Context: an optimization exercise on an open-source flow, tuned for a short achievable clock period and few clock cycles per item. The choices shown serve that exercise and are no tape-out recipe. At most, simulation tests tie the RTL to the original design; equivalence was not proved. No activity file was given, so power comes from the tool's default toggle rates.

Design bsr_scheduler, start of the top module:
module bsr_scheduler
#(
    parameter int BLOCK_DIM = 8   
) (
    input  wire logic        clk_gated,
    input  wire logic        rst_n,
    input  wire logic        start,
    input  wire logic [15:0] cfg_num_block_rows,
    output logic             meta_rd_en,
    output bsr_format_pkg::meta_req_t meta_req,
    input  wire logic [31:0] meta_rd_data,
    input  wire logic        meta_rd_valid,
    output logic             block_rd_en,
    output logic [31:0]      block_rd_addr,
    input  wire logic [7:0]  block_rd_data,
    output logic             systolic_valid,
    output logic [8*BLOCK_DIM*BLOCK_DIM-1:0] systolic_block,
    output bsr_sched_pkg::block_pos_t systolic_pos,
    input  wire logic        systolic_ready,
    input  wire logic        systolic_done,
    output logic             busy,
    output logic             done,
    output logic [31:0]      blocks_processed
);
export LEC_CHECK = 0
export CAP_MARGIN = 20
export CORE_MARGIN = 2
export CORE_UTILIZATION = 30
export CTS_CLUSTER_DIAMETER = 100
export CTS_CLUSTER_SIZE = 25
export PLACE_DENSITY = 0.5
export SETUP_SLACK_MARGIN = 2.6
export SLEW_MARGIN = 20
create_clock -name core_clock -period 4.0 [get_ports {clk_gated}]
run.sh (not shown) runs the stock make flow with config.mk's settings and CLKGATE_MAP_FILE= SYNTH_SCRIPT=/design/flow/synth_recipe.tcl, a recipe that flattens the netlist after the stock synthesis.
Testbench counts at the start, summed over its fixed seeds: cycles 56,319, items 858.
Then changed:
--- a/flow/config.mk
+++ b/flow/config.mk
@@ -9,7 +9,5 @@
 export CORE_MARGIN = 2
-export CORE_UTILIZATION = 30
-export CTS_CLUSTER_DIAMETER = 100
-export CTS_CLUSTER_SIZE = 25
-export PLACE_DENSITY = 0.5
-export SETUP_SLACK_MARGIN = 2.6
+export CORE_UTILIZATION = 40
+export PLACE_DENSITY = 0.6
+export SETUP_SLACK_MARGIN = 2.2
 export SLEW_MARGIN = 20
After rerunning:
- wire length decreases by a few percent
- final cell count is lower by a little under a tenth
- hold slack gets better by 200 ps


Another version of the RTL of bsr_scheduler (not shown whole).
For scale: roughly 1700 cells after synthesis, about 910 flip-flops, about 690 I/O pins, about 0.030 mm2 of cells after synthesis.
clock: 4.0 ns
lec_check: 0
cap_margin: 20
core_margin: 2
core_utilization: 35
cts_cluster_diameter: 60
cts_cluster_size: 20
place_density: 0.55
setup_slack_margin: 2.2
slew_margin: 20
Testbench counts at the start, summed over its fixed seeds: cycles 56,319, items 858.
Next try:
- CORE_UTILIZATION: 35 -> 30
- CTS_CLUSTER_DIAMETER: 60 -> 100
- CTS_CLUSTER_SIZE: 20 -> 25
- PLACE_DENSITY: 0.55 -> 0.5
What happened: Count of clock-buffer cells in the layout went down by 17; design area falls by 1.3%; clock skew is about the same; routed wire length came out higher by 3.9%; final cell count went up by 3.1%; setup slack degrades by 140 ps; first-iteration DRC count rises by 14%; clock power goes down by 27%; sequential cell count stays the same; total power drops by 8.1%; global-route usage goes down by 2.3 points.
Next try:
- CORE_UTILIZATION: 30 -> 35
- CTS_CLUSTER_DIAMETER: 100 -> 60
- CTS_CLUSTER_SIZE: 25 -> 20
- PLACE_DENSITY: 0.5 -> 0.55
- SETUP_SLACK_MARGIN: 2.2 -> 2.4
Effect:
- The changed run went through all stages and came out clean
- routed wire length goes down slightly
- die area goes down by about a fifth
- final area goes up by a few percent
Next try:
- CTS_CLUSTER_DIAMETER: 60 -> 80
- SETUP_SLACK_MARGIN: 2.4 -> 2.2
After rerunning:
- via count went down by a few percent
- sequential cell count stays the same
- worst hold slack gains 39 ps
- non-clock buffer count goes down by 55
Next try:
- CORE_UTILIZATION: 35 -> 40
- CTS_CLUSTER_DIAMETER: 80 -> 100
- CTS_CLUSTER_SIZE: 20 -> 25
- PLACE_DENSITY: 0.55 -> 0.6
After rerunning: Cell area fell by 2.5%. Wire length fell by 6.7%. Worst hold slack got worse by 140 ps. Count of clock-buffer cells in the layout fell by 13.


bsr_scheduler, a different RTL version from the one above (not shown whole).
For scale: about 1300 cells after synthesis, about 830 flip-flops, about 27000 sq um of cells after synthesis.
## bsr_scheduler
module bsr_scheduler
#(
    parameter int BLOCK_DIM = 8   
) (
    input  wire logic        clk_gated,
    input  wire logic        rst_n,
    input  wire logic        start,
    input  wire logic [15:0] cfg_num_block_rows,
    output logic             meta_rd_en,
    output bsr_format_pkg::meta_req_t meta_req,
    input  wire logic [31:0] meta_rd_data,
    input  wire logic        meta_rd_valid,
    output logic             block_rd_en,
    output logic [31:0]      block_rd_addr,
    input  wire logic [7:0]  block_rd_data,
    output logic             systolic_valid,
    output logic [8*BLOCK_DIM*BLOCK_DIM-1:0] systolic_block,
    output bsr_sched_pkg::block_pos_t systolic_pos,
    input  wire logic        systolic_ready,
    input  wire logic        systolic_done,
    output logic             busy,
    output logic             done,
    output logic [31:0]      blocks_processed
);
==> flow/config.mk <==
export PLATFORM = sky130hd
export DESIGN_NAME = bsr_scheduler
export DESIGN_NICKNAME = bsr_scheduler
export VERILOG_FILES = /design/flow/design.v
export SDC_FILE = /design/flow/constraint.sdc
export NUM_CORES = 4
export LEC_CHECK = 0
export CAP_MARGIN = 20
export CORE_MARGIN = 2
export CORE_UTILIZATION = 40
export PLACE_DENSITY = 0.6
export SETUP_SLACK_MARGIN = 2.2
export SLEW_MARGIN = 20
==> flow/constraint.sdc <==
create_clock -name core_clock -period 4.0 [get_ports {clk_gated}]
set_input_delay 0.8000 -clock core_clock [delete_from_list [all_inputs] [get_ports {clk_gated}]]
set_output_delay 0.8000 -clock core_clock [all_outputs]
set_load 0.01 [all_outputs]
Testbench counts at the start, summed over its fixed seeds: cycles 56,319, items 858.
Rerun with:
- CTS_CLUSTER_DIAMETER: default -> 100
- CTS_CLUSTER_SIZE: default -> 25
What happened: The changed run passed the timing, design-rule and antenna checks; non-clock buffer count decreases by 11; hold slack gets better by 23 ps; clock skew increases by 28 ps; clock-buffer cell count decreases by 61; worst setup slack gets better by 39 ps; total power decreases by about 12%.
Rerun with:
- CORE_UTILIZATION: 40 -> 60
- CTS_CLUSTER_DIAMETER: 100 -> default
- CTS_CLUSTER_SIZE: 25 -> default
- PLACE_DENSITY: 0.6 -> 0.75
The new run completed with no timing, DRC or antenna violations.
Area after synthesis stays the same.
Power climbs by about a fifth.
Final cell count drops by a few percent.
Final area climbs by a few percent.
Clock-buffer cell count increases by 53.
First-iteration DRC count increases by well over a third.
Clock power went up by well over a third.
Register-to-register slack gets worse by 220 ps.
Sequential power barely changes.
Sequential cell count is unchanged.
Non-clock buffer count increases by 66.


bsr_scheduler with an RTL version that a note above also has.
Size in the first run: about 1700 cells after synthesis, about 910 flip-flops, about 690 I/O pins, about 30000 µm² of cells after synthesis.
==> flow/config.mk <==
export PLATFORM = sky130hd
export DESIGN_NAME = bsr_scheduler
export DESIGN_NICKNAME = bsr_scheduler
export VERILOG_FILES = /design/flow/design.v
export SDC_FILE = /design/flow/constraint.sdc
export NUM_CORES = 4
export LEC_CHECK = 0
export CAP_MARGIN = 20
export CORE_MARGIN = 2
export CORE_UTILIZATION = 40
export CTS_CLUSTER_DIAMETER = 100
export CTS_CLUSTER_SIZE = 25
export PLACE_DENSITY = 0.6
export SETUP_SLACK_MARGIN = 2.2
export SLEW_MARGIN = 20
==> flow/constraint.sdc <==
create_clock -name core_clock -period 4.0 [get_ports {clk_gated}]
set_input_delay 0.8000 -clock core_clock [delete_from_list [all_inputs] [get_ports {clk_gated}]]
set_output_delay 0.8000 -clock core_clock [all_outputs]
set_load 0.01 [all_outputs]
Testbench counts at the start, summed over its fixed seeds: cycles 56,319, items 858.
Next try:
--- a/flow/config.mk
+++ b/flow/config.mk
@@ -10 +10 @@
-export CORE_UTILIZATION = 40
+export CORE_UTILIZATION = 30
@@ -13 +13 @@
-export PLACE_DENSITY = 0.6
+export PLACE_DENSITY = 0.5
After rerunning: Critical path depth does not change. Total power goes up by a few percent. Global-route usage falls by 4.4 points.


bsr_scheduler, a different RTL version from the one above (not shown whole).
Size in the first run: ~910 flip-flops, about 690 I/O pins, ~30,000 um2 of cells after synthesis.
clock: 4.0 ns
lec_check: 0
cap_margin: 20
core_margin: 2
core_utilization: 38
cts_cluster_diameter: 60
cts_cluster_size: 20
place_density: 0.58
setup_slack_margin: 2.2
slew_margin: 20
Testbench counts at the start, summed over its fixed seeds: cycles 56,319, items 858.
Rerun with:
Settings changed: CORE_UTILIZATION 38 to 35, PLACE_DENSITY 0.58 to 0.55, SETUP_SLACK_MARGIN 2.2 to 2.4.
After rerunning: Die area rose by a little under a tenth; clock skew rose by 5.4 ps; utilization fell by 1.9 points; via count rose by a few percent; sequential power stays flat; sequential cell count is unchanged; clock power rose slightly.
Rerun with:
Settings changed: CTS_CLUSTER_DIAMETER 60 to 80, SETUP_SLACK_MARGIN 2.4 to 2.2.
What happened:
- wire length grows by 0.89%
- hold slack gets better by 21 ps
- cell area shrinks by 5.1%
- worst setup slack gets worse by 22 ps
- first-iteration DRC count shrinks by 0.56%
- maximum frequency shrinks by 1.1%
- via count shrinks by 2.0%
- total power shrinks by 8.6%
- synthesized area does not change
Rerun with:
Settings changed: CTS_CLUSTER_DIAMETER 80 to 60.
After rerunning:
- The new run completed with no timing, DRC or antenna violations
- core utilization rose by 0.87 points
- maximum frequency falls by 1.5%
- sequential share of layout area goes down by 1.2 points
- via count went up by 0.85%
- total power grows by 6.8%
- clock-buffer cell count rises by 3
- wire length grows by 1.0%
- non-clock buffer count rose by 3
- critical path depth stays the same
- setup slack is worse by 31 ps


bsr_scheduler, a different RTL version from the one above (not shown whole).
For scale: roughly 1400 cells after synthesis, roughly 830 flip-flops, about 28000 um^2 of cells after synthesis.
==> flow/config.mk <==
export PLATFORM = sky130hd
export DESIGN_NAME = bsr_scheduler
export DESIGN_NICKNAME = bsr_scheduler
export VERILOG_FILES = /design/flow/design.v
export SDC_FILE = /design/flow/constraint.sdc
export NUM_CORES = 4
export LEC_CHECK = 0
export CAP_MARGIN = 20
export CORE_MARGIN = 2
export CORE_UTILIZATION = 40
export CTS_CLUSTER_DIAMETER = 100
export CTS_CLUSTER_SIZE = 25
export PLACE_DENSITY = 0.6
export SETUP_SLACK_MARGIN = 2.2
export SLEW_MARGIN = 20
==> flow/constraint.sdc <==
create_clock -name core_clock -period 4.0 [get_ports {clk_gated}]
set_input_delay 0.8000 -clock core_clock [delete_from_list [all_inputs] [get_ports {clk_gated}]]
set_output_delay 0.8000 -clock core_clock [all_outputs]
set_load 0.01 [all_outputs]
Edit:
CTS_CLUSTER_DIAMETER = default   (was 100)
CTS_CLUSTER_SIZE = default   (was 25)
Maximum frequency fell by 0.32%.
Synthesized area stays the same.
Count of clock-buffer cells in the layout rose by 57.
Cell count rose by 3.1%.
Function was not checked in any run of this note: the RTL went through the layout flow alone.

==> afterwards: timing with drivers on the ports <==
In the flow no input, the clock included, has a driving cell. The finished layouts below were timed again as built, in two steps.
Step 1 (the two cells are an assumption about what drives the block):
set clk [get_ports {clk_gated}]
set_driving_cell -lib_cell sky130_fd_sc_hd__clkbuf_16 $clk
set_driving_cell -lib_cell sky130_fd_sc_hd__buf_2 [delete_from_list [all_inputs] $clk]
Step 2, shift: input delay + t, output delay - t, t = (earliest + latest rising clock arrival at the registers) / 2. This alone moves slack from input paths to output paths.
Three values: ideal, step 1, step 2; two values: the first two.
run	t, ns	setup WS [ns]	pins driven straight from the clock port
the first run of note 1	0.669	1.947 / 1.925 / 1.403	1
the second run of note 1	0.695	1.921 / 1.860 / 1.426	1
the first run of note 2	0.673	2.007 / 1.940 / 1.580	1
the second run of note 2	0.696	1.869 / 1.795 / 1.414	1
the third run of note 2	0.681	1.931 / 1.864 / 1.539	1
the fourth run of note 2	0.679	1.990 / 1.923 / 1.570	1
the fifth run of note 2	0.655	1.966 / 1.903 / 1.594	1
the first run of note 3	0.677	1.910 / 1.844 / 1.552	1
the second run of note 3	0.637	1.949 / 1.884 / 1.550	1
the third run of note 3	0.673	1.838 / 1.779 / 1.586	1
the first run of note 4	0.653	1.935 / 1.876 / 1.487	1
the second run of note 4	0.685	1.954 / 1.889 / 1.458	1
the first run of note 5	0.665	1.955 / 1.894 / 1.564	1
the second run of note 5	0.669	1.985 / 1.922 / 1.494	1
the third run of note 5	0.671	1.963 / 1.901 / 1.590	1
the fourth run of note 5	0.682	1.932 / 1.870 / 1.555	1
the first run of note 6	0.647	1.927 / 1.870 / 1.493	1
the second run of note 6	0.672	1.920 / 1.859 / 1.445	1
After both steps every run listed still meets setup and hold. For the first run of note 1, which loses most, drivers alone change the setup slack by -0.022 ns; drivers and shift together by -0.544 ns.
